Background: an optimization exercise with open tools, aiming at small area and a short achievable clock period. Do not read the settings as production practice.
The RTL was checked by simulation tests, not by an equivalence proof against the original design.
No activity file was given, so power comes from the tool's default toggle rates.

===== run.sh =====
#!/bin/bash
# synth_recipe.tcl (not shown) runs the flow's synth.tcl, then flattens the netlist and writes it again
# the make line also repeats each setting of config.mk as NAME=value (left out here)
make -C /OpenROAD-flow-scripts/flow DESIGN_CONFIG=/design/flow/config.mk WORK_HOME=/design/flow/orfs CLKGATE_MAP_FILE= SYNTH_SCRIPT=/design/flow/synth_recipe.tcl finish

===== config.mk =====
export PLATFORM = sky130hd
export DESIGN_NAME = linx_uart_tx_fifo
export DESIGN_NICKNAME = linx_uart_tx_fifo
export VERILOG_FILES = /design/flow/design.v
export SDC_FILE = /design/flow/constraint.sdc
export NUM_CORES = 4
export LEC_CHECK = 0
export CAP_MARGIN = 20
export CORE_MARGIN = 2
export CORE_UTILIZATION = 40
export SLEW_MARGIN = 20

===== constraint.sdc =====
create_clock -name core_clock -period 5.5 [get_ports {clk}]
set_input_delay 1.1000 -clock core_clock [delete_from_list [all_inputs] [get_ports {clk}]]
set_output_delay 1.1000 -clock core_clock [all_outputs]
set_load 0.01 [all_outputs]

===== design.v =====
package linx_uart_pkg;
  localparam int UART_BYTE_W = 8;
  localparam int LINX_UART_FIFO_DEPTH = 256;
  localparam int STS_EMPTY_BIT = 0;
  localparam int STS_FULL_BIT = 1;
  localparam int STS_OVERFLOW_BIT = 2;
  localparam int STS_COUNT_LSB = 8;
  localparam int STS_COUNT_W = $clog2(LINX_UART_FIFO_DEPTH) + 1;
endpackage
module linx_byte_ram
#(
  parameter int DEPTH = linx_uart_pkg::LINX_UART_FIFO_DEPTH,
  parameter int AW = $clog2(DEPTH)
) (
  input  logic                   clk,
  input  logic                   i_we,
  input  logic [AW-1:0]          i_waddr,
  input  logic [linx_uart_pkg::UART_BYTE_W-1:0] i_wdata,
  input  logic [AW-1:0]          i_raddr,
  output logic [linx_uart_pkg::UART_BYTE_W-1:0] o_rdata
);
  logic [linx_uart_pkg::UART_BYTE_W-1:0] r_mem [DEPTH];
  always_ff @(posedge clk)
    if (i_we) r_mem[i_waddr] <= i_wdata;
  assign o_rdata = r_mem[i_raddr];
endmodule
module linx_uart_tx_fifo
#(
  parameter int DEPTH = linx_uart_pkg::LINX_UART_FIFO_DEPTH,
  parameter int OVF_W = 16,
  localparam int AW = $clog2(DEPTH)
) (
  input  logic                   clk,
  input  logic                   rst,
  input  logic                   flush,
  input  logic                   in_valid,
  input  logic [linx_uart_pkg::UART_BYTE_W-1:0] in_byte,
  input  logic                   pop,
  output logic                   out_valid,
  output logic [linx_uart_pkg::UART_BYTE_W-1:0] out_byte,
  output logic [AW:0]            count,
  output logic                   empty,
  output logic                   full,
  output logic                   overflow,
  output logic [OVF_W-1:0]       overflow_cnt,
  output logic [31:0]            byte_total
);
  logic [AW-1:0]          r_wr_ptr, r_rd_ptr;
  logic [AW:0]            r_count;
  logic                   r_overflow;
  logic [OVF_W-1:0]       r_ovf_cnt;
  logic [31:0]            r_byte_total;
  logic                   w_empty, w_full, w_pop, w_push, w_drop;
  logic [linx_uart_pkg::UART_BYTE_W-1:0] w_head;
  assign w_empty = r_count == '0;
  assign w_full  = r_count == (AW+1)'(DEPTH);
  assign w_pop   = pop & ~w_empty;
  assign w_push  = in_valid & (~w_full | w_pop);
  assign w_drop  = in_valid & ~w_push;
  linx_byte_ram #(.DEPTH(DEPTH), .AW(AW)) u_ram (
    .clk     (clk),
    .i_we    (w_push & ~flush & ~rst),
    .i_waddr (r_wr_ptr),
    .i_wdata (in_byte),
    .i_raddr (r_rd_ptr),
    .o_rdata (w_head)
  );
  always_ff @(posedge clk) begin
    if (rst) begin
      r_wr_ptr     <= '0;
      r_rd_ptr     <= '0;
      r_count      <= '0;
      r_overflow   <= 1'b0;
      r_ovf_cnt    <= '0;
      r_byte_total <= '0;
    end else if (flush) begin
      r_wr_ptr   <= '0;
      r_rd_ptr   <= '0;
      r_count    <= '0;
      r_overflow <= 1'b0;
      r_ovf_cnt  <= '0;
    end else begin
      r_wr_ptr     <= r_wr_ptr + AW'(w_push);
      r_rd_ptr     <= r_rd_ptr + AW'(w_pop);
      r_count      <= r_count + (AW+1)'(w_push) - (AW+1)'(w_pop);
      r_byte_total <= r_byte_total + 32'(w_push);
      if (w_drop) begin
        r_overflow <= 1'b1;
        r_ovf_cnt  <= &r_ovf_cnt ? r_ovf_cnt : r_ovf_cnt + 1'b1;
      end
    end
  end
  assign empty        = w_empty;
  assign full         = w_full;
  assign out_valid    = ~w_empty;
  assign out_byte     = w_empty ? '0 : w_head;
  assign count        = r_count;
  assign overflow     = r_overflow;
  assign overflow_cnt = r_ovf_cnt;
  assign byte_total   = r_byte_total;
endmodule

==> results.json, run 1 <==
{
  "layout-drive-gt1-share_pct": 24.0,
  "syn-num-nets": 4099,
  "finalMaxSlewViolations": 0,
  "final_cell_count_without_fillers": 7261,
  "globalRoute.busiestLayer": "met2",
  "critical_path.n_buffers_inverters": 4,
  "power.density_mw_per_mm2": 371,
  "power.sequential.fraction_pct": 50.0,
  "seq_area_frac_synth_pct": 75.9,
  "globalRouteMet2Util_pct": 32.2,
  "gpl.final_weighted_congestion": 0.857,
  "ys_ff_latch": 2122,
  "worst_ep_arrival_time_ns": 4.36,
  "timing.critical_path.slowest_cell_delay_ns": 0.55,
  "maxSlewHeadroom_pct": 24.7,
  "finalCritPeriodShare_pct": 99.3,
  "cts_tree": "yes",
  "row_count": 167,
  "layout.core_utilization_pct": 46.4,
  "slowest_cell_on_the_critical_path": "mux4_2",
  "synth_enable_flop_cells": 2048,
  "critical_path_class": "reg -> out",
  "clock_sink_count": 2122,
  "ctsHoldBuffers": 0,
  "synth_cell_type_count": 75,
  "viasPerCell": 5.81,
  "power.ir.vdd_worst_mv": 0.329,
  "critical_path_required_ns": 4.40,
  "first_global_vias": 41600,
  "clock_tree.buffer_depth": 3,
  "area_growth_syn_to_layout_pct": 15.5,
  "initial_core_util_pct": 40.1,
  "pwr-share-comb_pct": 10.6,
  "ios": 82,
  "ys.flop_type": "edfxtp_1",
  "time_the_final_worst_path_needs_with_i_o_delays_and_setup_ns": 5.46,
  "drt_drc_violations_left": 0,
  "endpoint_kind": "primary output",
  "detailedPlacementHpwl_um": 132000,
  "p_switching_mw": 8.23,
  "min_path_cells": 2,
  "largest_net_degree_at_the_start_of_global_routing": 169,
  "globalRouteTotalUtil_pct": 20.8,
  "antenna_found_initial": 5,
  "clk_transition_reported_paths_ns": 0.06,
  "hold_viol": 0,
  "htree_num_levels": 4,
  "ys_warn_count": 2,
  "groute.layer.met3.usage_pct": 4.13,
  "mapped_area_mm2": 0.0829,
  "postRouteAntennaNets": 0,
  "detail_route.first_pass.iterations": 6,
  "insertion_delay_ns": 0.89,
  "postSynthCellCount": 4066,
  "worst_slew_pin_slew_ns": 1.13,
  "placedCellCount": 6843,
  "buffer_ports.inserted": 81,
  "die_area_mm2": 0.211,
  "outcome": "timing/DRC/antenna clean",
  "route.final.wire_length_um": 221000,
  "drt_first_iter_violations": 4830,
  "grt_pass1_wl_um": 313000,
  "power.share.switching_pct": 23.2,
  "logic_depth_of_the_worst_path_buffers_included": 11,
  "fin_worst_skew_ns": 0.0729,
  "fp.dieH_um": 459,
  "vias": 42200,
  "path_max_fanout": 10,
  "finalSetupViolCount": 0,
  "num-nets-final": 4414,
  "drt-wirelength-per-cell_um": 30.4,
  "fillerInstances": 17000,
  "cts_buffers": 205,
  "syn_area_per_cell_um2": 20.4,
  "grt-ovfl-total": 0,
  "cellLeakagePower_nw": 29.5,
  "core-area_mm2": 0.207,
  "max_cap_viol_count": 0,
  "clock_power_share_pct": 39.4,
  "hp-class": "reg -> reg",
  "cp-start-kind": "flip-flop",
  "floorplan.die.width_um": 459,
  "cpLargestDelayFamily": "buffers and inverters",
  "rsz0062_at_grt": "yes",
  "global_route.usage.met1_pct": 29.6,
  "clockRootBuffer": "clkbuf_16",
  "int_pwr_mw": 27.3,
  "synth-async-reset-ratio_pct": 0,
  "worst_r2r_path_depth": 19,
  "max_freq_mhz": 183,
  "cp_cell_instances": "buf_12 > buf_16 > buf_4 > mux4_2 > mux2i_1 > o22a_1 > o2111ai_1 > a21oi_1 > or4_1 > o31ai_4 > clkdlybuf4s50_1"
}
[synth_stat cells (33+ instances only)]
master    number  area share (%)
o21ai_0       33            0.20
clkbuf_1     102            0.46
a21oi_1       57            0.34
nand2_1      107            0.48
nor2_1       361             1.6
o22ai_1       39            0.29
edfxtp_1    2048              74
buf_2         45            0.27
mux2i_1      198             2.4
dfxtp_1       74             1.8
mux4_2       464              13
a22oi_1       43            0.39
buf_6         35            0.48
xor2_1        36            0.38
[worst min-delay path: cells and delay by family (launching register included)]
kind	cells	cell delay, ns
compound gates	1	0.05
flops	1	0.34
simple gates	1	0.07
[through the flow]
stage          setup TNS [ns]  cell area, µm²  hold slack [ns]  power, mW  setup slack [ns]
2_1_floorplan               0           82900            0.502       20.3              1.93
3_3_place_gp                0           87900            0.460       21.6            0.0779
3_5_place_dp                0           87900            0.489       21.6            0.0883
4_1_cts                     0           95700            0.506       35.8          0.000850
5_1_grt               -0.0221           95800            0.532       36.6           -0.0205
6_report                    0           95800            0.500       35.5            0.0388
[placed cells by master (no fill, tap or decap), types with 11 or more instances in the layout]
cell	count
clkbuf_8	19
buf_4	202
o21ai_0	31
xor2_1	36
clkbuf_16	205
mux2i_1	188
a221oi_1	31
nand3_1	20
nand2_1	105
clkdlybuf4s50_1	71
clkinv_16	14
xnor2_1	21
nor2b_1	15
buf_12	19
nor2_1	358
bufbuf_16	14
a211oi_1	20
dfxtp_1	69
ha_1	19
mux4_2	464
clkinv_2	28
and2_1	11
buf_16	16
edfxtp_1	2048
bufinv_16	15
inv_1	21
clkinv_1	44
o221ai_1	17
o22ai_1	38
a21oi_1	54
a22oi_1	38
nand4_1	19
clkbuf_1	56
[area by class of cell]
class	instances	area, µm²	area share, %
timing repair buffer	340	3720	3.89
clock inverter	108	1250	1.31
sequential	2122	63000	65.8
tap	2704	3380	3.53
antenna	3	7.51	0.00784
inverter	24	97.6	0.102
multi-input combinational	1688	18900	19.7
clock buffer	272	5490	5.73
[final timing paths]
path,slack [ns],end,from
max,0.04,out_byte[0],r_rd_ptr[0]
max reg2reg,1.66,r_count[8],r_count[6]
min,0.50,r_overflow,r_overflow
min reg2reg,0.50,r_overflow,r_overflow
[sequential cells by signal (all words and copies together), names as in the netlist]
name / cells
r_byte_total: 32
r_count: 9
r_wr_ptr: 8
r_ovf_cnt: 16
r_overflow: 1
r_rd_ptr: 8
u_ram.r_mem: 2048
[timing repair]
| item | 4_1_cts | 5_1_grt |
|---|---|---|
| pin swaps | 11 | 5 |
| gates cloned | 14 | 0 |
| setup endpoints to repair | 8 | 7 |
| setup buffers | 19 | 2 |
| gates resized for setup | 82 | 16 |
[layer usage]
layer,part of all wire (%),wire length [µm]
met1,42,92300
met2,47,104000
met4,3.2,6980
met3,8.1,17800
met5,0.013,28
[power groups by stage]
stage,Clock [mW],Sequential [mW],Combinational (mW)
final,14.0,17.8,3.77
after detailed placement,0,18.1,3.50
after global routing,14.8,17.8,3.98
after floorplan,0,18.1,2.21
after global placement,0,18.1,3.49
after CTS,14.2,17.8,3.81
[cells by family after synthesis]
logic type,Yosys count,share of synthesized area (%)
adder cells (fa/ha/maj),20,0.311
buffers and inverters,256,1.82
AND/OR/NAND/NOR,608,3.16
AO/OA/AOI/OAI,326,2.78
multiplexers,677,15.4
flip-flops,2122,75.9
XOR/XNOR,57,0.602
==> run 2: changes to the inputs <==
--- a/design.v
+++ b/design.v
@@ -47,4 +47,6 @@
 );
-  logic [AW-1:0]          r_wr_ptr, r_rd_ptr;
+  localparam int BW = linx_uart_pkg::UART_BYTE_W;
+  logic [AW-1:0]          r_wr_ptr, r_rdn;
   logic [AW:0]            r_count;
+  logic                   r_empty, r_one, r_two;
   logic                   r_overflow;
@@ -52,17 +54,21 @@
   logic [31:0]            r_byte_total;
-  logic                   w_empty, w_full, w_pop, w_push, w_drop;
-  logic [linx_uart_pkg::UART_BYTE_W-1:0] w_head;
-  assign w_empty = r_count == '0;
-  assign w_full  = r_count == (AW+1)'(DEPTH);
-  assign w_pop   = pop & ~w_empty;
-  assign w_push  = in_valid & (~w_full | w_pop);
-  assign w_drop  = in_valid & ~w_push;
+  logic [BW-1:0]          r_head;
+  logic                   r_stg_vld;
+  logic [BW-1:0]          r_stg_byte;
+  logic                   w_pop, w_push, w_drop;
+  logic [BW-1:0]          w_ram, w_next;
+  logic [AW:0]            w_count;
+  assign w_pop  = pop & ~r_empty;
+  assign w_push = in_valid & (~r_count[AW] | pop);
+  assign w_drop = in_valid & r_count[AW] & ~pop;
   linx_byte_ram #(.DEPTH(DEPTH), .AW(AW)) u_ram (
     .clk     (clk),
-    .i_we    (w_push & ~flush & ~rst),
+    .i_we    (r_stg_vld),
     .i_waddr (r_wr_ptr),
-    .i_wdata (in_byte),
-    .i_raddr (r_rd_ptr),
-    .o_rdata (w_head)
+    .i_wdata (r_stg_byte),
+    .i_raddr (r_rdn),
+    .o_rdata (w_ram)
   );
+  assign w_next  = (r_stg_vld & r_two) ? r_stg_byte : w_ram;
+  assign w_count = r_count + (AW+1)'(w_push) - (AW+1)'(w_pop);
   always_ff @(posedge clk) begin
@@ -70,4 +76,9 @@
       r_wr_ptr     <= '0;
-      r_rd_ptr     <= '0;
+      r_rdn        <= AW'(1);
       r_count      <= '0;
+      r_empty      <= 1'b1;
+      r_one        <= 1'b0;
+      r_two        <= 1'b0;
+      r_head       <= '0;
+      r_stg_vld    <= 1'b0;
       r_overflow   <= 1'b0;
@@ -77,4 +88,9 @@
       r_wr_ptr   <= '0;
-      r_rd_ptr   <= '0;
+      r_rdn      <= AW'(1);
       r_count    <= '0;
+      r_empty    <= 1'b1;
+      r_one      <= 1'b0;
+      r_two      <= 1'b0;
+      r_head     <= '0;
+      r_stg_vld  <= 1'b0;
       r_overflow <= 1'b0;
@@ -82,6 +98,12 @@
     end else begin
-      r_wr_ptr     <= r_wr_ptr + AW'(w_push);
-      r_rd_ptr     <= r_rd_ptr + AW'(w_pop);
-      r_count      <= r_count + (AW+1)'(w_push) - (AW+1)'(w_pop);
+      r_wr_ptr     <= r_wr_ptr + AW'(r_stg_vld);
+      r_rdn        <= r_rdn + AW'(w_pop);
+      r_count      <= w_count;
+      r_empty      <= w_count == '0;
+      r_one        <= w_count == (AW+1)'(1);
+      r_two        <= w_count == (AW+1)'(2);
+      r_stg_vld    <= w_push;
       r_byte_total <= r_byte_total + 32'(w_push);
+      if (w_pop) r_head <= r_one ? (in_valid ? in_byte : '0) : w_next;
+      else if (r_empty & in_valid) r_head <= in_byte;
       if (w_drop) begin
@@ -91,7 +113,8 @@
     end
+    if (w_push) r_stg_byte <= in_byte;
   end
-  assign empty        = w_empty;
-  assign full         = w_full;
-  assign out_valid    = ~w_empty;
-  assign out_byte     = w_empty ? '0 : w_head;
+  assign empty        = r_empty;
+  assign full         = r_count[AW];
+  assign out_valid    = ~r_empty;
+  assign out_byte     = r_head;
   assign count        = r_count;
==> results.json, run 2 <==
{
  "synth_enable_flop_cells": 2056,
  "buffer_ports.inserted": 81,
  "post_cts_buffers": 0,
  "outcome": "timing/DRC/antenna clean",
  "ys_ff_latch": 2142,
  "int_pwr_mw": 26.3,
  "gpl.final_weighted_congestion": 0.859,
  "yosys-top-cells-count": "2,056 x edfxtp_1, 501 x mux4_2, 360 x nor2_1, 157 x mux2i_1, 105 x clkbuf_1",
  "worst_r2r_path_depth": 8,
  "critical_path.startpoint": "r_rdn[3]",
  "hold_viol": 0,
  "syn_area_per_cell_um2": 20.5,
  "drt_drc_violations_left": 0,
  "power.share.switching_pct": 21.3,
  "area_growth_syn_to_layout_pct": 13.1,
  "largest_registers": "u_ram.r_mem x2048, r_byte_total x32, r_ovf_cnt x16",
  "cp-start-kind": "flip-flop",
  "power.ir.vdd_worst_mv": 0.262,
  "seq_area_frac_synth_pct": 75.6,
  "post_cts_resized": 0,
  "finalMaxSlewViolations": 0,
  "initial_core_util_pct": 40.2,
  "layout-drive-gt1-share_pct": 21.6,
  "final_common_cell": "edfxtp_1",
  "final_cell_count_without_fillers": 7263,
  "floorplan.die.width_um": 462,
  "synth_top_area_share_pct": 73.6,
  "registers.top_by_ff_count": "u_ram.r_mem",
  "postSynthCellCount": 4090,
  "antenna_found_initial": 7,
  "largest_net_degree_at_the_start_of_global_routing": 226,
  "hp-class": "reg -> reg",
  "synth_cell_type_count": 70,
  "clock_tree.buffer_depth": 3,
  "hold_end": "r_overflow",
  "layout.core_utilization_pct": 45.4,
  "final_sum_of_negative_setup_slack_ns": 0,
  "finalCritPeriodShare_pct": 75.4,
  "die_area_mm2": 0.213,
  "drt_first_iter_violations": 4891,
  "pwr-share-comb_pct": 3.8,
  "critical_path_class": "reg -> reg",
  "min_path_cells": 2,
  "hold_path_startpoint": "r_overflow",
  "globalRouteTotalUtil_pct": 20.1,
  "power.density_mw_per_mm2": 352,
  "maxSlewHeadroom_pct": 16.4,
  "clock_power_share_pct": 42.0,
  "ys_warn_count": 2,
  "vias": 41700,
  "fin_worst_skew_ns": 0.0577,
  "largest_register_ff_count": 2048,
  "grt-ovfl-total": 0,
  "max_freq_mhz": 241,
  "synth.largest_area_cell": "edfxtp_1",
  "first_global_vias": 41800,
  "clockRootBuffer": "clkbuf_16",
  "cellLeakagePower_nw": 29.7,
  "htree_num_levels": 4,
  "max_cap_viol_count": 0,
  "rsz0062_at_grt": "no",
  "drt-wirelength-per-cell_um": 29.7,
  "fillerInstances": 17600,
  "critical_path_required_ns": 6.29,
  "viasPerCell": 5.74,
  "grt_pass1_wl_um": 309000,
  "synth.top_cells.by_area": "edfxtp_1 74%, mux4_2 13%, dfxtp_1 2.1%, mux2i_1 1.9%, nor2_1 1.6%",
  "syn-num-nets": 4120,
  "reg2reg_to": "r_head[7]",
  "detail_route.first_pass.iterations": 6,
  "clk_transition_reported_paths_ns": 0.06,
  "worst-r2r-setup-slack_ns": 1.35,
  "ios": 82,
  "num-nets-final": 4316,
  "time_the_final_worst_path_needs_with_i_o_delays_and_setup_ns": 4.15,
  "finalSetupViolCount": 0,
  "synth-async-reset-ratio_pct": 0,
  "row_count": 168,
  "path_max_fanout": 30,
  "worst_ep_arrival_time_ns": 4.94,
  "clock_sink_count": 2142,
  "ctsHoldBuffers": 0,
  "worst_slew_pin_slew_ns": 1.22,
  "detailedPlacementHpwl_um": 132000,
  "rr_startpoint": "r_rdn[3]",
  "insertion_delay_ns": 0.86,
  "mapped_area_mm2": 0.0839,
  "endpoint_kind": "flip-flop",
  "ys.flop_type": "edfxtp_1",
  "fp.dieH_um": 462,
  "core-area_mm2": 0.209,
  "p_switching_mw": 7.09,
  "placedCellCount": 6872,
  "route.final.wire_length_um": 215000,
  "postRouteAntennaNets": 0,
  "layout.cells.most_common_list": "2,056 x edfxtp_1, 501 x mux4_2, 354 x nor2_1",
  "cts_buffers": 215,
  "synthMostInstantiatedCell": "edfxtp_1",
  "power.sequential.fraction_pct": 54.2,
  "cts_tree": "yes"
}
==> run 2: cell count changes in the layout (fill, tap and decap cells not counted), sizes merged, moves of 14 or more <==
| cell | change |
|---|---|
| buf | -113 |
| nand3 | +34 |
| mux2i | -41 |
| mux4 | +50 |
| o221ai | -14 |
| a221oi | -18 |
| o22ai | -27 |
| bufbuf | -14 |
==> run 2: per-stage QoR <==
stage	hold slack [ns]	power, mW	setup slack, ns	cell area, µm²
2_1_floorplan	0.505	19.3	1.11	83900
3_3_place_gp	0.457	19.7	1.14	88200
3_5_place_dp	0.468	19.7	1.10	88200
4_1_cts	0.484	33.6	1.46	94900
5_1_grt	0.526	34.3	1.39	94900
6_report	0.488	33.4	1.35	94900
==> run 2: cell families after synthesis <==
family | Yosys count | synth area share [%]
adders and majority gates | 17 | 0.262
DFF | 2142 | 75.6
buffers and inverters | 256 | 1.71
xor gates and xnor gates | 57 | 0.595
and+or+nand+nor | 654 | 3.45
muxes | 693 | 16.2
AOI/OAI and AO/OA | 271 | 2.14
==> run 2: layout make-up <==
class                           count  area (µm²)  area share, %
Clock inverter                    115        1030           1.09
Antenna cell                        1        2.50        0.00264
Timing Repair Buffer              213        2100           2.21
Inverter                           22        83.8         0.0883
Multi-Input combinational cell   1692       19000           20.1
Clock buffer                      273        5670           5.97
Sequential cell                  2142       63500           66.9
Tap cell                         2805        3510           3.70
==> run 2: worst max-delay path by stage <==
stage          slack, ns  depth (start not counted)               end
2_1_floorplan       1.11                          3         r_head[7]
3_3_place_gp        1.14                         13  r_byte_total[26]
3_5_place_dp        1.10                         13  r_byte_total[26]
4_1_cts             1.46                          8         r_head[7]
5_1_grt             1.39                          8         r_head[7]
6_report            1.35                          8         r_head[7]
==> run 2: worst max-delay path, cell delays in order, from the launching register on <==
cell and delay, ns:
dfxtp_4 0.73, buf_4 0.56, or3b_2 0.72, o221ai_1 0.23, a21oi_1 0.06, o21ai_0 0.25, a31oi_1 0.23, a2111oi_0 0.99
or3_1 0.21
==> run 2: routing by layer <==
metal  track usage (%)  wire, µm  up-vias
li1                  -         -    17200
met1              28.4     90300    22300
met2              31.3    101000     1729
met3              4.37     17100      357
met4              6.38      6580        2
met5                 0        11        -
==> run 2: power groups by stage <==
| stage | Clock, mW | Sequential [mW] | Combinational, mW |
|---|---|---|---|
| detailed placement | 0 | 18.4 | 1.28 |
| global placement | 0 | 18.4 | 1.25 |
| floorplan | 0 | 18.7 | 0.606 |
| global route | 14.9 | 18.1 | 1.37 |
| finish | 14.0 | 18.1 | 1.27 |
| CTS | 14.3 | 18.1 | 1.28 |
==> run 3: changes to the inputs <==
--- a/design.v
+++ b/design.v
@@ -72,3 +72,9 @@
   assign w_next  = (r_stg_vld & r_two) ? r_stg_byte : w_ram;
-  assign w_count = r_count + (AW+1)'(w_push) - (AW+1)'(w_pop);
+  always_comb begin
+    case ({w_push, w_pop})
+      2'b10:   w_count = r_count + 1'b1;
+      2'b01:   w_count = r_count - 1'b1;
+      default: w_count = r_count;
+    endcase
+  end
   always_ff @(posedge clk) begin
@@ -101,7 +107,17 @@
       r_count      <= w_count;
-      r_empty      <= w_count == '0;
-      r_one        <= w_count == (AW+1)'(1);
-      r_two        <= w_count == (AW+1)'(2);
+      case ({w_push, w_pop})
+        2'b10: begin
+          r_empty <= 1'b0;
+          r_one   <= r_empty;
+          r_two   <= r_one;
+        end
+        2'b01: begin
+          r_empty <= r_one;
+          r_one   <= r_two;
+          r_two   <= r_count == (AW+1)'(3);
+        end
+        default: ;
+      endcase
       r_stg_vld    <= w_push;
-      r_byte_total <= r_byte_total + 32'(w_push);
+      if (w_push) r_byte_total <= r_byte_total + 1'b1;
       if (w_pop) r_head <= r_one ? (in_valid ? in_byte : '0) : w_next;
@@ -110,3 +126,3 @@
         r_overflow <= 1'b1;
-        r_ovf_cnt  <= &r_ovf_cnt ? r_ovf_cnt : r_ovf_cnt + 1'b1;
+        if (~&r_ovf_cnt) r_ovf_cnt <= r_ovf_cnt + 1'b1;
       end
--- a/config.mk
+++ b/config.mk
@@ -10,2 +10,3 @@
 export CORE_UTILIZATION = 40
+export SETUP_SLACK_MARGIN = 3
 export SLEW_MARGIN = 20
==> results.json, run 3 <==
{
  "critical_path.startpoint": "r_rdn[0]",
  "initial_core_util_pct": 40.2,
  "int_pwr_mw": 26.2,
  "ys.flop_type": "edfxtp_1",
  "hp-class": "reg -> reg",
  "finalCritPeriodShare_pct": 57.5,
  "cp-start-kind": "flip-flop",
  "cp_cell_instances": "buf_12 > buf_16 > buf_12 > buf_16 > buf_4 > mux4_2 > mux2i_1 > o21ai_0 > o21ai_1 > o21ai_1 > nand4_1 > nand3_1",
  "clk_transition_reported_paths_ns": 0.07,
  "syn_area_per_cell_um2": 19.6,
  "ys_warn_count": 2,
  "row_count": 168,
  "detailedPlacementHpwl_um": 141000,
  "clock_sink_count": 2142,
  "synth_cell_type_count": 75,
  "max_cap_viol_count": 0,
  "critical_path_required_ns": 6.29,
  "critical_path.n_buffers_inverters": 5,
  "hold_viol": 0,
  "fp.dieH_um": 463,
  "largest_net_degree_at_the_start_of_global_routing": 218,
  "viasPerCell": 5.92,
  "reg2reg_to": "r_head[4]",
  "antenna_found_initial": 3,
  "first_global_vias": 44100,
  "preCtsSetupSlack_ns": 1.31,
  "clockRootBuffer": "clkbuf_16",
  "postRouteAntennaNets": 0,
  "maxSlewHeadroom_pct": 20.4,
  "cpLargestDelayFamily": "compound AO/OA/AOI/OAI gates",
  "pwr-share-comb_pct": 2.3,
  "finish.instance_area_mm2": 0.101,
  "crit_path_end": "r_head[4]",
  "outcome": "timing/DRC/antenna clean",
  "time_the_final_worst_path_needs_with_i_o_delays_and_setup_ns": 3.16,
  "die_area_mm2": 0.215,
  "seq_area_frac_synth_pct": 75.2,
  "htree_num_levels": 4,
  "dpl-instance-area_mm2": 0.0887,
  "power.share.switching_pct": 20.8,
  "ios": 82,
  "final_sum_of_negative_setup_slack_ns": 0,
  "route.final.wire_length_um": 241000,
  "path_max_fanout": 11,
  "cts_tree": "yes",
  "timing.critical_path.slowest_cell_delay_ns": 0.52,
  "worst-r2r-setup-slack_ns": 2.34,
  "num-nets-final": 4733,
  "power.sequential.fraction_pct": 54.1,
  "logic_depth_of_the_worst_path_buffers_included": 12,
  "power.density_mw_per_mm2": 328,
  "area_growth_syn_to_layout_pct": 19.4,
  "grt_pass1_wl_um": 337000,
  "synth.top_cells.by_area": "edfxtp_1 73%, mux4_2 12%, mux2i_1 2.3%, dfxtp_1 2.0%, nor2_1 1.6%",
  "clock_power_share_pct": 43.5,
  "buffer_ports.inserted": 81,
  "drt_first_iter_violations": 5869,
  "max_freq_mhz": 316,
  "synth_top_area_share_pct": 73.1,
  "worst_r2r_path_depth": 12,
  "rr_startpoint": "r_rdn[0]",
  "grt-ovfl-total": 0,
  "mapped_area_mm2": 0.0844,
  "fin_worst_skew_ns": 0.0670,
  "detail_route.first_pass.iterations": 5,
  "critical_path_class": "reg -> reg",
  "postSynthCellCount": 4312,
  "registers.top_by_ff_count": "u_ram.r_mem",
  "synthMostInstantiatedCell": "edfxtp_1",
  "cellLeakagePower_nw": 32.2,
  "synth_enable_flop_cells": 2056,
  "synth.largest_area_cell": "edfxtp_1",
  "layout.cells.most_common_list": "2,056 x edfxtp_1, 456 x mux4_2, 254 x buf_4",
  "rsz0062_at_grt": "yes",
  "largest_register_ff_count": 2048,
  "power.ir.vdd_worst_mv": 0.374,
  "cts_buffers": 209,
  "finalMaxSlewViolations": 0,
  "gpl.final_weighted_congestion": 0.901,
  "worst_ep_arrival_time_ns": 3.95,
  "yosys-top-cells-count": "2,056 x edfxtp_1, 455 x mux4_2, 368 x nor2_1, 191 x mux2i_1, 148 x nand2_1",
  "synth-async-reset-ratio_pct": 0,
  "layout-drive-gt1-share_pct": 34.6,
  "drt-wirelength-per-cell_um": 31.3,
  "globalRouteTotalUtil_pct": 21.9,
  "finalSetupViolCount": 0,
  "layout.core_utilization_pct": 48.0,
  "largest_registers": "u_ram.r_mem x2048, r_byte_total x32, r_ovf_cnt x16",
  "p_switching_mw": 6.86,
  "drt_drc_violations_left": 0,
  "ys_ff_latch": 2142,
  "slowest_cell_on_the_critical_path": "o21ai_0",
  "syn-num-nets": 4335,
  "worst_slew_pin_slew_ns": 1.19,
  "vias": 45500,
  "clock_tree.buffer_depth": 3,
  "endpoint_kind": "flip-flop",
  "final_common_cell": "edfxtp_1",
  "core-area_mm2": 0.210,
  "insertion_delay_ns": 0.88,
  "finalWorstSetupSlack_ns": 2.34,
  "floorplan.die.width_um": 463
}
==> run 3: logic make-up (layout without fill, tap and decap cells) <==
kind of cell	count (synthesis)	in the layout	synth area share, %
DFF	2142	2142	75.2
and+or+nand+nor	755	755	3.98
muxes	673	673	14.9
AOI/OAI and AO/OA	403	403	3.26
buffers and inverters	272	849	1.94
xor gates and xnor gates	57	57	0.591
adders and majority gates	10	10	0.148
other	0	3	0
==> run 3: worst min-delay path by stage <==
stage                                start                to  cells past startpoint
after detailed placement  r_byte_total[31]  r_byte_total[31]                      2
after CTS                 r_byte_total[31]  r_byte_total[31]                      2
after global routing            r_overflow        r_overflow                      2
after global placement    r_byte_total[31]  r_byte_total[31]                      2
after floorplan                      r_two             r_two                      2
final                     r_byte_total[31]  r_byte_total[31]                      2
==> run 3: power by group through the flow <==
stage,combinational [mW],sequential [mW],clock [mW]
6_report,0.770,17.9,14.4
3_3_place_gp,0.655,18.2,0
2_1_floorplan,0.270,18.4,0
4_1_cts,0.740,17.9,14.6
5_1_grt,0.810,17.9,15.2
3_5_place_dp,0.676,18.2,0
==> run 3: layer usage <==
metal	share of wire [%]	up-vias	track usage (%)
met4	3.9	0	8.15
met3	9.1	427	4.35
met2	46	2390	33.6
li1	-	18500	-
met1	41	24200	30.9
met5	0	-	0
==> run 3: stage by stage <==
step,hold WS [ns],cells,power [mW]
after global placement,0.473,7081,18.9
after floorplan,0.462,4312,18.7
final,0.484,7697,33.0
after CTS,0.482,7627,33.2
after global routing,0.517,7695,33.8
after detailed placement,0.482,7081,18.9
==> run 3: worst min-delay path: stages (launching register included) <==
cell	delay, ns
dfxtp_2	0.32
o21ai_0	0.06
a21oi_1	0.06
==> run 3: final cells by class <==
type / instances / area [µm²]
multi-input cells: 1898 / 21800
clock buffers: 255 / 5440
fillers: 17300 / 109000
flip-flops and latches: 2142 / 63700
well taps: 2805 / 3510
repair buffers: 445 / 4900
diodes: 3 / 7.51
clock inverters: 135 / 1410
inverters: 14 / 57.6
==> run 3: repair_timing <==
item | CTS | global route
buffers inserted | 145 | 61
hold buffers | 0 | 0
cloned | 11 | 6
endpoints found under the setup margin | 2117 | 713
pin swaps | 31 | 44
resized for setup | 984 | 154
==> run 4: changes to the inputs <==
--- a/config.mk
+++ b/config.mk
@@ -10,3 +10,3 @@
 export CORE_UTILIZATION = 40
-export SETUP_SLACK_MARGIN = 3
+export SETUP_SLACK_MARGIN = 2
 export SLEW_MARGIN = 20
==> results.json, run 4 <==
{
  "outcome": "timing/DRC/antenna clean",
  "finalCritPeriodShare_pct": 67.7,
  "drt_first_iter_violations": 5461,
  "path_common_cell": "o21ai_0",
  "endpoint_kind": "flip-flop",
  "maxSlewHeadroom_pct": 20.0,
  "largest_net_degree_at_the_start_of_global_routing": 213,
  "synth-async-reset-ratio_pct": 0,
  "route.final.wire_length_um": 235000,
  "floorplan.die.width_um": 463,
  "final_common_cell": "edfxtp_1",
  "insertion_delay_ns": 0.88,
  "largest_registers": "u_ram.r_mem x2048, r_byte_total x32, r_ovf_cnt x16",
  "hold_viol": 0,
  "globalRouteMet2Util_pct": 33.1,
  "clk_transition_reported_paths_ns": 0.06,
  "time_the_final_worst_path_needs_with_i_o_delays_and_setup_ns": 3.72,
  "fillerInstances": 17800,
  "slowest_cell_on_the_critical_path": "inv_1",
  "cp-start-kind": "flip-flop",
  "worst_ep_arrival_time_ns": 4.48,
  "detail_route.first_pass.iterations": 6,
  "placedCellCount": 7069,
  "yosys-top-cells-count": "2,056 x edfxtp_1, 455 x mux4_2, 368 x nor2_1, 191 x mux2i_1, 148 x nand2_1",
  "drt-wirelength-per-cell_um": 31.4,
  "die_area_mm2": 0.215,
  "first_global_vias": 43200,
  "final_cell_count_without_fillers": 7479,
  "area.sequential_mm2": 0.0635,
  "drt_drc_violations_left": 0,
  "buffer_ports.inserted": 81,
  "rsz0062_at_grt": "yes",
  "max_freq_mhz": 269,
  "detailedPlacementHpwl_um": 141000,
  "finalSetupViolCount": 0,
  "syn-num-nets": 4335,
  "ys_warn_count": 2,
  "clock_tree.buffer_depth": 3,
  "cts_buffers": 207,
  "critical_path.n_buffers_inverters": 1,
  "layout.cells.most_common_list": "2,056 x edfxtp_1, 455 x mux4_2, 352 x nor2_1",
  "syn_area_per_cell_um2": 19.6,
  "finalWorstSetupSlack_ns": 1.78,
  "critical_path_required_ns": 6.26,
  "antenna_found_initial": 4,
  "initial_core_util_pct": 40.2,
  "viasPerCell": 5.90,
  "postSynthCellCount": 4312,
  "global_route.usage.met1_pct": 29.9,
  "hp-class": "reg -> reg",
  "htree_num_levels": 4,
  "postRouteAntennaNets": 0,
  "seq_area_frac_synth_pct": 75.2,
  "registers.top_by_ff_count": "u_ram.r_mem",
  "globalRouteTotalUtil_pct": 21.5,
  "critical_path_class": "reg -> reg",
  "grt_pass1_wl_um": 331000,
  "grt-ovfl-total": 0,
  "cellLeakagePower_nw": 30.3,
  "cts_tree": "yes",
  "ys.flop_type": "edfxtp_1",
  "groute.layer.met3.usage_pct": 4.76,
  "fp.dieH_um": 463,
  "area_growth_syn_to_layout_pct": 13.3,
  "num-nets-final": 4518,
  "timing.critical_path.slowest_cell_delay_ns": 0.95,
  "power.ir.vdd_worst_mv": 0.352,
  "ys_ff_latch": 2142,
  "gpl.final_weighted_congestion": 0.870,
  "cpLargestDelayFamily": "compound AO/OA/AOI/OAI gates",
  "mapped_area_mm2": 0.0844,
  "preCtsSetupSlack_ns": 1.39,
  "final_sum_of_negative_setup_slack_ns": 0,
  "fin_worst_skew_ns": 0.0410,
  "vias": 44100,
  "row_count": 168,
  "synth.largest_area_cell": "edfxtp_1",
  "clockRootBuffer": "clkbuf_16",
  "synthMostInstantiatedCell": "edfxtp_1",
  "synth.top_cells.by_area": "edfxtp_1 73%, mux4_2 12%, mux2i_1 2.3%, dfxtp_1 2.0%, nor2_1 1.6%",
  "multi_input_comb_area_mm2": 0.0195,
  "core-area_mm2": 0.210,
  "clock_sink_count": 2142,
  "globalRoute.busiestLayer": "met2",
  "worst_slew_pin_slew_ns": 1.20,
  "path_max_fanout": 21,
  "finalMaxSlewViolations": 0,
  "synth_enable_flop_cells": 2056,
  "max_cap_viol_count": 0,
  "synth_cell_type_count": 75,
  "largest_register_ff_count": 2048,
  "layout-drive-gt1-share_pct": 20.5,
  "ios": 82,
  "power.density_mw_per_mm2": 342,
  "cp_cell_instances": "inv_1 > nand2_1 > a221oi_1 > o21ai_0 > o21ai_0 > o21ai_0 > a211o_1",
  "synth_top_area_share_pct": 73.1
}
-- run 4: cell types whose count changed in the layout (fill, tap and decap cells not counted), sizes merged --
cell and change:
buf -269, clkdlybuf4s50 +72, clkbuf -10, bufbuf -8, bufinv -2, clkdlybuf4s15 -2, clkinv +2, diode -2
inv +2, dlygate4sd2 -1
-- run 4: cells by family (layout without fill, tap and decap cells) --
| family | Yosys count | in the layout | synth area share (%) |
|---|---|---|---|
| xor gates and xnor gates | 57 | 57 | 0.591 |
| DFF | 2142 | 2142 | 75.2 |
| AOI/OAI and AO/OA | 403 | 403 | 3.26 |
| muxes | 673 | 673 | 14.9 |
| adders and majority gates | 10 | 10 | 0.148 |
| other | 0 | 1 | 0 |
| and+or+nand+nor | 755 | 755 | 3.98 |
| buffers and inverters | 272 | 633 | 1.94 |
-- run 4: metrics by stage --
| stage | power (mW) | hold WS, ns | cell area (µm²) | util (%) |
|---|---|---|---|---|
| 3_3_place_gp | 18.9 | 0.470 | 88500 | 42.2 |
| 4_1_cts | 32.9 | 0.494 | 95500 | 45.5 |
| 3_5_place_dp | 18.9 | 0.486 | 88600 | 42.2 |
| 2_1_floorplan | 18.7 | 0.462 | 84500 | - |
| 6_report | 32.7 | 0.493 | 95700 | 45.6 |
| 5_1_grt | 33.5 | 0.524 | 95700 | 45.6 |
-- run 4: worst register-to-register path, cell delays in order, from the launching register on --
cell and delay, ns:
dfxtp_2 0.49, inv_1 0.97, nand2_1 0.63, a221oi_1 0.51
o21ai_0 0.21, o21ai_0 0.18, o21ai_0 0.30, a211o_1 0.34
-- run 4: where the power goes --
| group | total, mW | switching [mW] | leakage [nW] | internal, mW |
|---|---|---|---|---|
| clock network | 14.1 | 6.22 | 3.25 | 7.89 |
| registers | 17.9 | 0.0186 | 19.2 | 17.9 |
| logic | 0.685 | 0.491 | 7.83 | 0.194 |
| total | 32.7 | 6.73 | 30.3 | 26.0 |
-- run 4: final timing paths --
kind / cells past startpoint / end / slack (ns) / from
worst max-delay path: 7 / r_head[7] / 1.78 / r_rdn[4]
worst min-delay path: 2 / r_byte_total[31] / 0.49 / r_byte_total[31]
worst min register to register: 2 / r_byte_total[31] / 0.49 / r_byte_total[31]
worst max register to register: 7 / r_head[7] / 1.78 / r_rdn[4]
-- run 4: what timing repair did --
item / in CTS / in global routing
setup endpoints to repair: 80 / 205
endpoints found under the hold margin: 0 / 0
pin swaps: 1 / 1
cloned: 0 / 1
hold buffers: 0 / 0
buffers inserted: 16 / 5
resized for setup: 9 / 21
-- run 4: area by class of cell --
type / instances / area share, %
Clock inverter: 137 / 1.35
Sequential cell: 2142 / 66.3
Timing Repair Buffer: 232 / 2.57
Multi-Input combinational cell: 1898 / 20.4
Clock buffer: 250 / 5.63
Inverter: 14 / 0.0601
Tap cell: 2805 / 3.67
Antenna cell: 1 / 0.00262
-- run 4: metal layers --
layer  up-vias  routed length [µm]
met2      2233              109000
met4         2                9560
met3       414               21600
met1     23500               95000
met5         -                  13
li1      18000                   -
==> run 5: changes to the inputs <==
--- a/config.mk
+++ b/config.mk
@@ -10,3 +10,5 @@
 export CORE_UTILIZATION = 40
-export SETUP_SLACK_MARGIN = 2
+export CTS_CLUSTER_DIAMETER = 120
+export CTS_CLUSTER_SIZE = 24
+export SETUP_SLACK_MARGIN = 3
 export SLEW_MARGIN = 20
==> results.json, run 5 <==
{
  "detailedPlacementHpwl_um": 141000,
  "clock_tree.buffer_depth": 3,
  "finalSetupViolCount": 0,
  "worst_ep_arrival_time_ns": 3.91,
  "power.density_mw_per_mm2": 280,
  "largest_registers": "u_ram.r_mem x2048, r_byte_total x32, r_ovf_cnt x16",
  "path_common_cell": "buf_4",
  "path_max_fanout": 23,
  "clockRootBuffer": "clkbuf_16",
  "cellLeakagePower_nw": 29.9,
  "drt_drc_violations_left": 0,
  "layout.cells.most_common_list": "2,056 x edfxtp_1, 455 x mux4_2, 229 x buf_4",
  "final_sum_of_negative_setup_slack_ns": 0,
  "max_freq_mhz": 310,
  "core-area_mm2": 0.210,
  "maxSlewHeadroom_pct": 23.3,
  "cts_tree": "yes",
  "max_cap_viol_count": 0,
  "slowest_cell_on_the_critical_path": "dfxtp_4",
  "ys_ff_latch": 2142,
  "synth_cell_type_count": 75,
  "syn-num-nets": 4335,
  "clock_sink_count": 2142,
  "ys_warn_count": 2,
  "fillerInstances": 17700,
  "clk_transition_reported_paths_ns": 0.11,
  "grt_pass1_wl_um": 335000,
  "critical_path_class": "reg -> reg",
  "floorplan.die.width_um": 463,
  "area_growth_syn_to_layout_pct": 14.1,
  "synth_top_area_share_pct": 73.1,
  "timing.critical_path.slowest_cell_delay_ns": 0.64,
  "ys.flop_type": "edfxtp_1",
  "power.ir.vdd_worst_mv": 0.252,
  "largest_net_degree_at_the_start_of_global_routing": 218,
  "finalMaxSlewViolations": 0,
  "time_the_final_worst_path_needs_with_i_o_delays_and_setup_ns": 3.23,
  "cp_cell_instances": "buf_4 > inv_2 > buf_4 > nor2_2 > o211ai_1 > nand4_1 > a221oi_1 > o31a_1 > o32ai_1",
  "first_global_vias": 43300,
  "detail_route.first_pass.iterations": 6,
  "viasPerCell": 5.99,
  "synth-async-reset-ratio_pct": 0,
  "insertion_delay_ns": 0.80,
  "mapped_area_mm2": 0.0844,
  "row_count": 168,
  "drt_first_iter_violations": 5816,
  "synth.largest_area_cell": "edfxtp_1",
  "drt-wirelength-per-cell_um": 32.0,
  "fin_worst_skew_ns": 0.0449,
  "critical_path_required_ns": 6.18,
  "grt-ovfl-total": 0,
  "fp.dieH_um": 463,
  "largest_register_ff_count": 2048,
  "route.final.wire_length_um": 238000,
  "ctsHoldBuffers": 0,
  "syn_area_per_cell_um2": 19.6,
  "cp-start-kind": "flip-flop",
  "postRouteAntennaNets": 0,
  "yosys-top-cells-count": "2,056 x edfxtp_1, 455 x mux4_2, 368 x nor2_1, 191 x mux2i_1, 148 x nand2_1",
  "ios": 82,
  "finalCritPeriodShare_pct": 58.7,
  "layout-drive-gt1-share_pct": 32.0,
  "globalRouteTotalUtil_pct": 21.8,
  "num-nets-final": 4590,
  "cts_buffers": 99,
  "hp-class": "reg -> reg",
  "seq_area_frac_synth_pct": 75.2,
  "postSynthCellCount": 4312,
  "hold_viol": 0,
  "die_area_mm2": 0.215,
  "endpoint_kind": "flip-flop",
  "synth_enable_flop_cells": 2056,
  "placedCellCount": 7081,
  "antenna_found_initial": 8,
  "cpLargestDelayFamily": "compound AO/OA/AOI/OAI gates",
  "rsz0062_at_grt": "yes",
  "final_cell_count_without_fillers": 7422,
  "worst_slew_pin_slew_ns": 1.15,
  "gpl.final_weighted_congestion": 0.901,
  "buffer_ports.inserted": 81,
  "outcome": "timing/DRC/antenna clean",
  "critical_path.n_buffers_inverters": 3,
  "initial_core_util_pct": 40.2,
  "htree_num_levels": 3,
  "final_common_cell": "edfxtp_1",
  "synthMostInstantiatedCell": "edfxtp_1",
  "synth.top_cells.by_area": "edfxtp_1 73%, mux4_2 12%, mux2i_1 2.3%, dfxtp_1 2.0%, nor2_1 1.6%",
  "registers.top_by_ff_count": "u_ram.r_mem",
  "vias": 44400
}
==> run 5: cell counts after synthesis <==
No cell type changed its count.
==> run 5: routing by layer <==
layer | up-vias | GRT usage (%) | share of wire [%]
li1 | 18100 | - | -
met1 | 23800 | 31.0 | 41
met2 | 2210 | 33.6 | 46
met3 | 360 | 3.89 | 9.0
met4 | 4 | 7.90 | 3.7
met5 | - | 0 | 0.0093
==> run 5: repair_timing <==
item,4_1_cts,5_1_grt
setup endpoints to repair,2132,1115
pin swaps,33,35
buffers inserted,160,17
cloned,13,0
gates resized for setup,939,140
==> run 5: kinds of logic after synthesis <==
family                     share of synthesized area, %
buffers and inverters                              1.94
adders and majority gates                         0.148
muxes                                              14.9
xor gates and xnor gates                          0.591
and+or+nand+nor                                    3.98
DFF                                                75.2
AOI/OAI and AO/OA                                  3.26
==> run 5: layout make-up <==
cell class / instances / area [µm²] / share of cell area [%]
Sequential cell: 2142 / 63600 / 66.1
Multi-Input combinational cell: 1898 / 22000 / 22.8
Timing Repair Buffer: 412 / 4430 / 4.60
Tap cell: 2805 / 3510 / 3.64
Clock buffer: 142 / 2640 / 2.74
Clock inverter: 7 / 95.1 / 0.0987
Inverter: 14 / 60.1 / 0.0623
Antenna cell: 2 / 5.00 / 0.00520
==> run 5: report_power, final <==
| part | internal, mW | switching (mW) |
|---|---|---|
| Combinational | 0.239 | 0.519 |
| Sequential | 17.8 | 0.0197 |
| Clock | 3.37 | 5.01 |
==> run 5: tightest hold or removal path, stage by stage, from the launching register on <==
cell     delay [ns]
dfxtp_2        0.33
o21ai_0        0.06
a21oi_1        0.06
==> run 5: path summary, 6_finish.rpt <==
kind                                         end  slack, ns        startpoint  cells past startpoint
worst min register to register  r_byte_total[31]       0.49  r_byte_total[31]                      2
worst min-delay path            r_byte_total[31]       0.49  r_byte_total[31]                      2
worst max register to register         r_head[0]       2.27          r_rdn[5]                      9
worst max-delay path                   r_head[0]       2.27          r_rdn[5]                      9
==> run 5: per-stage QoR <==
stage / area (µm²) / hold WS [ns] / total power, mW / worst slack [ns] / util [%]
2_1_floorplan: 84600 / 0.462 / 18.7 / 1.39 / -
3_3_place_gp: 88700 / 0.473 / 18.9 / 1.26 / 42.3
3_5_place_dp: 88700 / 0.482 / 18.9 / 1.31 / 42.3
4_1_cts: 95600 / 0.487 / 27.1 / 2.46 / 45.6
5_1_grt: 96300 / 0.538 / 27.7 / 2.38 / 45.9
6_report: 96300 / 0.487 / 27.0 / 2.27 / 45.9
==> run 6: changes to the inputs <==
--- a/design.v
+++ b/design.v
@@ -12,3 +12,4 @@
   parameter int DEPTH = linx_uart_pkg::LINX_UART_FIFO_DEPTH,
-  parameter int AW = $clog2(DEPTH)
+  parameter int NC = 16,
+  localparam int NR = DEPTH / NC
 ) (
@@ -16,11 +17,28 @@
   input  logic                   i_we,
-  input  logic [AW-1:0]          i_waddr,
+  input  logic [NR-1:0]          i_wrow,
+  input  logic [NC-1:0]          i_wcol,
   input  logic [linx_uart_pkg::UART_BYTE_W-1:0] i_wdata,
-  input  logic [AW-1:0]          i_raddr,
+  input  logic [NR-1:0]          i_rrow,
+  input  logic [NC-1:0]          i_rcol,
   output logic [linx_uart_pkg::UART_BYTE_W-1:0] o_rdata
 );
-  logic [linx_uart_pkg::UART_BYTE_W-1:0] r_mem [DEPTH];
-  always_ff @(posedge clk)
-    if (i_we) r_mem[i_waddr] <= i_wdata;
-  assign o_rdata = r_mem[i_raddr];
+  localparam int BW = linx_uart_pkg::UART_BYTE_W;
+  logic [DEPTH*BW-1:0] r_mem;
+  logic [BW-1:0] w_grp [NR];
+  logic [NR-1:0] w_wrow;
+  assign w_wrow = {NR{i_we}} & i_wrow;
+  for (genvar e = 0; e < DEPTH; e++) begin : g_ent
+    always_ff @(posedge clk)
+      if (w_wrow[e / NC] & i_wcol[e % NC]) r_mem[e*BW +: BW] <= i_wdata;
+  end
+  always_comb begin
+    for (int r = 0; r < NR; r++) begin
+      w_grp[r] = '0;
+      for (int c = 0; c < NC; c++)
+        w_grp[r] = w_grp[r] | ({BW{i_rcol[c]}} & r_mem[(r*NC+c)*BW +: BW]);
+    end
+    o_rdata = '0;
+    for (int r = 0; r < NR; r++)
+      o_rdata = o_rdata | ({BW{i_rrow[r]}} & w_grp[r]);
+  end
 endmodule
@@ -48,3 +66,6 @@
   localparam int BW = linx_uart_pkg::UART_BYTE_W;
-  logic [AW-1:0]          r_wr_ptr, r_rdn;
+  logic [DEPTH/16-1:0]    r_wrow;
+  logic [15:0]            r_wcol;
+  logic [DEPTH/16-1:0]    r_rrow;
+  logic [15:0]            r_rcol;
   logic [AW:0]            r_count;
@@ -63,8 +84,10 @@
   assign w_drop = in_valid & r_count[AW] & ~pop;
-  linx_byte_ram #(.DEPTH(DEPTH), .AW(AW)) u_ram (
+  linx_byte_ram #(.DEPTH(DEPTH), .NC(16)) u_ram (
     .clk     (clk),
     .i_we    (r_stg_vld),
-    .i_waddr (r_wr_ptr),
+    .i_wrow  (r_wrow),
+    .i_wcol  (r_wcol),
     .i_wdata (r_stg_byte),
-    .i_raddr (r_rdn),
+    .i_rrow  (r_rrow),
+    .i_rcol  (r_rcol),
     .o_rdata (w_ram)
@@ -81,4 +104,6 @@
     if (rst) begin
-      r_wr_ptr     <= '0;
-      r_rdn        <= AW'(1);
+      r_wrow       <= (DEPTH/16)'(1);
+      r_wcol       <= 16'd1;
+      r_rrow       <= (DEPTH/16)'(1);
+      r_rcol       <= 16'd2;
       r_count      <= '0;
@@ -93,4 +118,6 @@
     end else if (flush) begin
-      r_wr_ptr   <= '0;
-      r_rdn      <= AW'(1);
+      r_wrow     <= (DEPTH/16)'(1);
+      r_wcol     <= 16'd1;
+      r_rrow     <= (DEPTH/16)'(1);
+      r_rcol     <= 16'd2;
       r_count    <= '0;
@@ -104,4 +131,10 @@
     end else begin
-      r_wr_ptr     <= r_wr_ptr + AW'(r_stg_vld);
-      r_rdn        <= r_rdn + AW'(w_pop);
+      if (r_stg_vld) begin
+        r_wcol <= {r_wcol[14:0], r_wcol[15]};
+        if (r_wcol[15]) r_wrow <= {r_wrow[DEPTH/16-2:0], r_wrow[DEPTH/16-1]};
+      end
+      if (w_pop) begin
+        r_rcol <= {r_rcol[14:0], r_rcol[15]};
+        if (r_rcol[15]) r_rrow <= {r_rrow[DEPTH/16-2:0], r_rrow[DEPTH/16-1]};
+      end
       r_count      <= w_count;
==> results.json, run 6 <==
{
  "endpoint_kind": "flip-flop",
  "hold_path_startpoint": "r_overflow",
  "detailedPlacementHpwl_um": 137000,
  "area.sequential_mm2": 0.0647,
  "num-nets-final": 4624,
  "route.final.wire_length_um": 260000,
  "groute.layer.met3.usage_pct": 4.53,
  "cts_buffers": 101,
  "largest_registers": "u_ram.r_mem x2048, r_byte_total x32",
  "rr_startpoint": "r_rcol[7]",
  "yosys.area_share.simple_pct": 4.64,
  "floorplan.die.width_um": 452,
  "post_synth_mux_area_share_pct": 0.249,
  "first_global_vias": 45100,
  "buffer_ports.inserted": 81,
  "globalRouteMet2Util_pct": 39.3,
  "final_common_cell": "edfxtp_1",
  "finalMaxSlewViolations": 0,
  "rsz0062_at_grt": "yes",
  "power.sequential.fraction_pct": 66.5,
  "synth_top_area_share_pct": 76.8,
  "int_pwr_mw": 21.8,
  "synthMostInstantiatedCell": "edfxtp_1",
  "slowest_cell_on_the_critical_path": "a222oi_1",
  "max_cap_viol_count": 0,
  "antenna_found_initial": 18,
  "power.share.switching_pct": 20.4,
  "registers.top_by_ff_count": "u_ram.r_mem",
  "clock_tree.buffer_depth": 3,
  "area_growth_syn_to_layout_pct": 12.3,
  "finalCritPeriodShare_pct": 53.9,
  "layout.cells.most_common_list": "2,056 x edfxtp_1, 501 x a22o_1, 406 x a221oi_1",
  "multi_input_comb_area_mm2": 0.0155,
  "time_the_final_worst_path_needs_with_i_o_delays_and_setup_ns": 2.96,
  "drt_drc_violations_left": 0,
  "synth-async-reset-ratio_pct": 0,
  "power.density_mw_per_mm2": 303,
  "clock_power_share_pct": 31.7,
  "postSynthCellCount": 4499,
  "critical_path_class": "reg -> reg",
  "cts_tree": "yes",
  "synth_top_family_by_area": "compound AO/OA/AOI/OAI gates",
  "cellLeakagePower_nw": 28.6,
  "pwr-share-comb_pct": 1.8,
  "outcome": "timing/DRC/antenna clean",
  "finalSetupViolCount": 0,
  "worst_slew_pin_slew_ns": 1.18,
  "core-area_mm2": 0.200,
  "mapped_area_mm2": 0.0804,
  "drt_first_iter_violations": 7634,
  "viasPerCell": 6.54,
  "cp-start-kind": "flip-flop",
  "layout-drive-gt1-share_pct": 14.3,
  "seq_area_frac_synth_pct": 80.1,
  "hp-class": "reg -> reg",
  "clock_sink_count": 2190,
  "largest_net_degree_at_the_start_of_global_routing": 206,
  "hold_end": "r_overflow",
  "fillerInstances": 17000,
  "maxSlewHeadroom_pct": 21.4,
  "ctsHoldBuffers": 0,
  "vias": 47900,
  "cp_cell_instances": "buf_12 > a22o_1 > a221oi_4 > nand4_1 > a222oi_1 > nand4_1 > o21a_1",
  "insertion_delay_ns": 0.79,
  "p_total_mw": 27.4,
  "synth_cell_type_count": 45,
  "clk_transition_reported_paths_ns": 0.10,
  "syn_area_per_cell_um2": 17.9,
  "htree_num_levels": 3,
  "ys_ff_latch": 2190,
  "clockRootBuffer": "clkbuf_16",
  "die_area_mm2": 0.205,
  "initial_core_util_pct": 40.3,
  "syn-num-nets": 4523,
  "synthAdderAreaFrac_pct": 0.181,
  "global_route.usage.met1_pct": 34.3,
  "ys.flop_type": "edfxtp_1",
  "row_count": 164,
  "p_switching_mw": 5.57,
  "fp.dieH_um": 452,
  "yosys-top-cells-count": "2,056 x edfxtp_1, 507 x a221oi_1, 507 x a22o_1, 248 x and3_1, 199 x clkbuf_1",
  "drt-wirelength-per-cell_um": 35.5,
  "timing.critical_path.slowest_cell_delay_ns": 0.55,
  "hold_viol": 0,
  "synth.largest_area_cell": "edfxtp_1",
  "ios": 82,
  "reg2reg_to": "r_head[4]",
  "synth_enable_flop_cells": 2056,
  "grt_pass1_wl_um": 360000,
  "path_max_fanout": 7,
  "worst_r2r_path_depth": 7,
  "fin_worst_skew_ns": 0.0511,
  "max_freq_mhz": 337,
  "yosys.area_share.xor_xnor_pct": 0.512,
  "path_common_cell": "nand4_1",
  "final_sum_of_negative_setup_slack_ns": 0,
  "ys_warn_count": 3,
  "critical_path_required_ns": 6.20,
  "synth_compound_area_share_pct": 12.5,
  "globalRoute.busiestLayer": "met2",
  "worst-r2r-setup-slack_ns": 2.54,
  "largest_register_ff_count": 2048,
  "power.ir.vdd_worst_mv": 0.231,
  "grt-ovfl-total": 0,
  "worst_ep_arrival_time_ns": 3.66,
  "postRouteAntennaNets": 0,
  "globalRouteTotalUtil_pct": 24.8,
  "detail_route.first_pass.iterations": 5,
  "synth.top_cells.by_area": "edfxtp_1 77%, a221oi_1 5.5%, a22o_1 5.5%, dfxtp_1 3.3%, and3_1 1.9%",
  "gpl.final_weighted_congestion": 0.859,
  "min_path_cells": 2
}
-- run 6: changes by cell type in the layout (fill, tap and decap cells not counted), moves of 161 or more --
cell      change
nor2_4      -166
and3_1      +233
mux2i_1     -161
mux4_2      -455
a22o_1      +488
a221oi_1    +381
-- run 6: power groups by stage --
stage	Clock, mW	Combinational [mW]	Sequential (mW)
after floorplan	0	0.108	18.8
after global placement	0	0.436	18.6
after detailed placement	0	0.450	18.6
after CTS	8.68	0.487	18.2
after global routing	9.21	0.524	18.2
final	8.66	0.500	18.2
-- run 6: worst max-delay path by stage --
| stage | startpoint | to | slack [ns] |
|---|---|---|---|
| finish | r_rcol[7] | r_head[4] | 2.54 |
| global route | r_rcol[10] | r_head[4] | 2.57 |
| CTS | r_rcol[7] | r_head[4] | 2.66 |
| detailed placement | pop | r_count[8] | 1.66 |
| global placement | pop | r_count[8] | 1.63 |
| floorplan | r_stg_byte[0] | u_ram.r_mem[0] | 1.44 |
-- run 6: area by class of cell --
cell class,instances,area share [%]
antenna,18,0.0499
sequential,2190,71.6
timing repair buffer,327,4.13
inverter,26,0.128
tap,2656,3.68
clock buffer,149,3.07
multi-input combinational,1954,17.2
clock inverter,5,0.0735
-- run 6: cells by family after synthesis --
family                   after synthesis
AO/OA/AOI/OAI                       1199
XOR/XNOR                              47
adder cells (fa/ha/maj)               11
buffers and inverters                356
flip-flops                          2190
multiplexers                          20
AND/OR/NAND/NOR                      676
-- run 6: per-layer routing --
metal	vias up	share of wire, %
li1	19100	-
met1	25200	38
met2	3152	47
met3	463	11
met4	12	4.0
met5	-	0.028
-- run 6: what timing repair did --
| action | in CTS | in global routing |
|---|---|---|
| setup endpoints to repair | 1453 | 80 |
| pin swaps | 69 | 46 |
| cloned | 15 | 0 |
| setup buffers | 140 | 2 |
| resized for setup | 522 | 66 |
-- run 6: critical path, delay by kind of cell (launching register included) --
kind | cells | cell delay (ns)
AOI/OAI and AO/OA | 4 | 1.39
and+or+nand+nor | 2 | 0.78
DFF | 1 | 0.47
buffers and inverters | 1 | 0.20
-- run 6: per-stage QoR --
| stage | area, µm² | instances | worst slack (ns) | hold WS (ns) | utilization [%] |
|---|---|---|---|---|---|
| 6_report | 90200 | 7325 | 2.54 | 0.480 | 45.2 |
| 5_1_grt | 90200 | 7308 | 2.57 | 0.510 | 45.2 |
| 4_1_cts | 89900 | 7304 | 2.66 | 0.492 | 45.0 |
| 3_5_place_dp | 84300 | 6995 | 1.66 | 0.489 | 42.2 |
| 3_3_place_gp | 84300 | 6995 | 1.63 | 0.479 | 42.2 |
| 2_1_floorplan | 80500 | 4499 | 1.44 | 0.475 | - |
==> run 7: changes to the inputs <==
--- a/design.v
+++ b/design.v
@@ -20,3 +20,3 @@
   input  logic [linx_uart_pkg::UART_BYTE_W-1:0] i_wdata,
-  input  logic [NR-1:0]          i_rrow,
+  input  logic [$clog2(NR)-1:0]  i_rrow,
   input  logic [NC-1:0]          i_rcol,
@@ -39,5 +39,3 @@
     end
-    o_rdata = '0;
-    for (int r = 0; r < NR; r++)
-      o_rdata = o_rdata | ({BW{i_rrow[r]}} & w_grp[r]);
+    o_rdata = w_grp[i_rrow];
   end
@@ -68,3 +66,3 @@
   logic [15:0]            r_wcol;
-  logic [DEPTH/16-1:0]    r_rrow;
+  logic [AW-5:0]          r_rrow;
   logic [15:0]            r_rcol;
@@ -106,3 +104,3 @@
       r_wcol       <= 16'd1;
-      r_rrow       <= (DEPTH/16)'(1);
+      r_rrow       <= '0;
       r_rcol       <= 16'd2;
@@ -120,3 +118,3 @@
       r_wcol     <= 16'd1;
-      r_rrow     <= (DEPTH/16)'(1);
+      r_rrow     <= '0;
       r_rcol     <= 16'd2;
@@ -137,3 +135,3 @@
         r_rcol <= {r_rcol[14:0], r_rcol[15]};
-        if (r_rcol[15]) r_rrow <= {r_rrow[DEPTH/16-2:0], r_rrow[DEPTH/16-1]};
+        if (r_rcol[15]) r_rrow <= r_rrow + 1'b1;
       end
--- a/config.mk
+++ b/config.mk
@@ -7,3 +7,3 @@
 export LEC_CHECK = 0
-export CAP_MARGIN = 20
+export CAP_MARGIN = 50
 export CORE_MARGIN = 2
@@ -13,2 +13,3 @@
 export SETUP_SLACK_MARGIN = 3
-export SLEW_MARGIN = 20
+export SLEW_MARGIN = 70
+export TNS_END_PERCENT = 10
==> results.json, run 7 <==
{
  "area.sequential_mm2": 0.0645,
  "globalRouteTotalUtil_pct": 23.4,
  "final_common_cell": "edfxtp_1",
  "dpl-instance-area_mm2": 0.0880,
  "hold_path_startpoint": "r_overflow",
  "largest_register_ff_count": 2048,
  "layout.cells.most_common_list": "2,056 x edfxtp_1, 531 x a22oi_1, 244 x a22o_1",
  "postSynthCellCount": 4666,
  "insertion_delay_ns": 0.80,
  "largest_net_degree_at_the_start_of_global_routing": 73,
  "registers.top_by_ff_count": "u_ram.r_mem",
  "drt_drc_violations_left": 0,
  "synthMostInstantiatedCell": "edfxtp_1",
  "core-area_mm2": 0.200,
  "buffer_ports.inserted": 81,
  "route.final.wire_length_um": 248000,
  "ys_ff_latch": 2178,
  "timing.critical_path.slowest_cell_delay_ns": 0.47,
  "max_cap_viol_count": 0,
  "ios": 82,
  "time_the_final_worst_path_needs_with_i_o_delays_and_setup_ns": 2.56,
  "ys_warn_count": 3,
  "first_global_vias": 45000,
  "antenna_found_initial": 18,
  "htree_num_levels": 3,
  "critical_path_required_ns": 6.17,
  "grt_pass1_wl_um": 345000,
  "fp.dieH_um": 452,
  "power.density_mw_per_mm2": 298,
  "cts_tree": "yes",
  "maxSlewHeadroom_pct": 67.5,
  "clk_transition_reported_paths_ns": 0.10,
  "path_max_fanout": 26,
  "syn_area_per_cell_um2": 17.2,
  "syn-num-nets": 4694,
  "floorplan.die.width_um": 452,
  "synth_enable_flop_cells": 2056,
  "power.ir.vdd_worst_mv": 0.275,
  "drt_first_iter_violations": 7316,
  "critical_path.startpoint": "r_rcol[14]",
  "endpoint_kind": "flip-flop",
  "cellLeakagePower_nw": 28.9,
  "num-nets-final": 4833,
  "row_count": 164,
  "rsz0062_at_grt": "yes",
  "layout-drive-gt1-share_pct": 19.0,
  "detail_route.first_pass.iterations": 6,
  "finalCritPeriodShare_pct": 46.6,
  "hp-class": "reg -> reg",
  "mapped_area_mm2": 0.0804,
  "finish.instance_area_mm2": 0.0922,
  "outcome": "timing/DRC/antenna clean",
  "final_sum_of_negative_setup_slack_ns": 0,
  "synth_top_area_share_pct": 76.8,
  "gpl.final_weighted_congestion": 0.879,
  "postRouteAntennaNets": 0,
  "path_common_cell": "buf_16",
  "clock_tree.buffer_depth": 3,
  "preCtsSetupSlack_ns": 1.67,
  "viasPerCell": 6.31,
  "initial_core_util_pct": 40.2,
  "drt-wirelength-per-cell_um": 32.8,
  "yosys-top-cells-count": "2,056 x edfxtp_1, 536 x a22oi_1, 285 x and3_1, 244 x a221oi_1, 244 x a22o_1",
  "detailedPlacementHpwl_um": 153000,
  "clockRootBuffer": "clkbuf_16",
  "finalSetupViolCount": 0,
  "die_area_mm2": 0.205,
  "synth.top_cells.by_area": "edfxtp_1 77%, a22oi_1 5.0%, dfxtp_1 3.0%, a221oi_1 2.7%, a22o_1 2.7%",
  "worst_ep_arrival_time_ns": 3.24,
  "ys.flop_type": "edfxtp_1",
  "critical_path_class": "reg -> reg",
  "area_growth_syn_to_layout_pct": 14.7,
  "rr_startpoint": "r_rcol[14]",
  "synth_cell_type_count": 60,
  "ctsHoldBuffers": 0,
  "multi_input_comb_area_mm2": 0.0164,
  "seq_area_frac_synth_pct": 79.8,
  "worst_slew_pin_slew_ns": 0.487,
  "finalWorstSetupSlack_ns": 2.94,
  "slowest_cell_on_the_critical_path": "nor4_1",
  "vias": 47700,
  "cp-start-kind": "flip-flop",
  "cp_cell_instances": "buf_16 > buf_16 > a22o_1 > a221oi_1 > and3_1 > a31oi_2 > nor4_1 > a31oi_1",
  "largest_registers": "u_ram.r_mem x2048, r_byte_total x32",
  "synth-async-reset-ratio_pct": 0,
  "cts_buffers": 101,
  "finalMaxSlewViolations": 0,
  "max_freq_mhz": 390,
  "synth.largest_area_cell": "edfxtp_1",
  "hold_viol": 0,
  "fillerInstances": 16900,
  "clock_sink_count": 2178,
  "fin_worst_skew_ns": 0.0598,
  "hold_ws_ns": 0.500,
  "grt-ovfl-total": 0
}
## run 7: final cells by class
cell class,count,share of cell area (%)
multi-input combinational,2143,17.8
clock buffer,180,3.08
tap,2656,3.60
clock inverter,10,0.174
timing repair buffer,349,5.33
sequential,2178,69.9
antenna,10,0.0271
inverter,32,0.130
## run 7: logic make-up (layout without fill, tap and decap cells)
| logic type | after synthesis | in the layout | share of synthesized area, % |
|---|---|---|---|
| XOR/XNOR | 48 | 48 | 0.523 |
| multiplexers | 23 | 23 | 0.286 |
| flip-flops | 2178 | 2178 | 79.8 |
| buffers and inverters | 345 | 571 | 1.69 |
| adder cells (fa/ha/maj) | 15 | 15 | 0.243 |
| other | 0 | 10 | 0 |
| AO/OA/AOI/OAI | 1204 | 1204 | 11.7 |
| AND/OR/NAND/NOR | 853 | 853 | 5.72 |
## run 7: stage by stage
stage | total power, mW | cells | util [%]
5_1_grt | 28.1 | 7548 | 46.1
3_5_place_dp | 19.0 | 7316 | 44.1
6_report | 27.5 | 7558 | 46.2
2_1_floorplan | 18.8 | 4666 | -
3_3_place_gp | 18.9 | 7170 | 42.2
4_1_cts | 27.5 | 7513 | 45.7
## run 7: worst max-delay path: cells and delay by family, from the launching register on
family	cells	cell delay, ns
AND/OR/NAND/NOR	2	0.80
AO/OA/AOI/OAI	4	0.78
buffers and inverters	2	0.41
flip-flops	1	0.43
## run 7: path summary, 6_finish.rpt
kind | to | slack, ns | cells after the start
setup / recovery | r_head[4] | 2.94 | 8
hold / removal | r_overflow | 0.50 | 2
setup reg to reg | r_head[4] | 2.94 | 8
hold reg to reg | r_overflow | 0.50 | 2
## run 7: timing repair
item                                    in CTS  in global routing
pin swaps                                    8                 24
buffers inserted                             7                 13
endpoints found under the setup margin      84                 76
hold endpoints to repair                     0                  0
resized for setup                          225                130
gates cloned                                 0                  3
## run 7: report_power, final
part           leakage (nW)  switching, mW  internal, mW
sequential             19.5         0.0231          18.1
combinational          7.93          0.415         0.147
clock                  1.42           5.18          3.62
## run 7: routing by layer
metal  part of all wire (%)  global-route usage (%)  vias to the layer above
li1                       -                       -                    19600
met1                     39                    33.0                    25000
met2                     46                    36.4                     2820
met3                     10                    4.00                      387
met4                    3.9                    8.81                        6
met5                  0.016                       0                        -

Re-timed with assumed drivers on the ports (clkbuf_16 on the clock, buf_2 on other inputs), run 7 has 2.893 ns of setup slack against 2.935 ns with ideal ports, and 2.292 ns once port delays also move by the mid clock arrival of 0.856 ns.
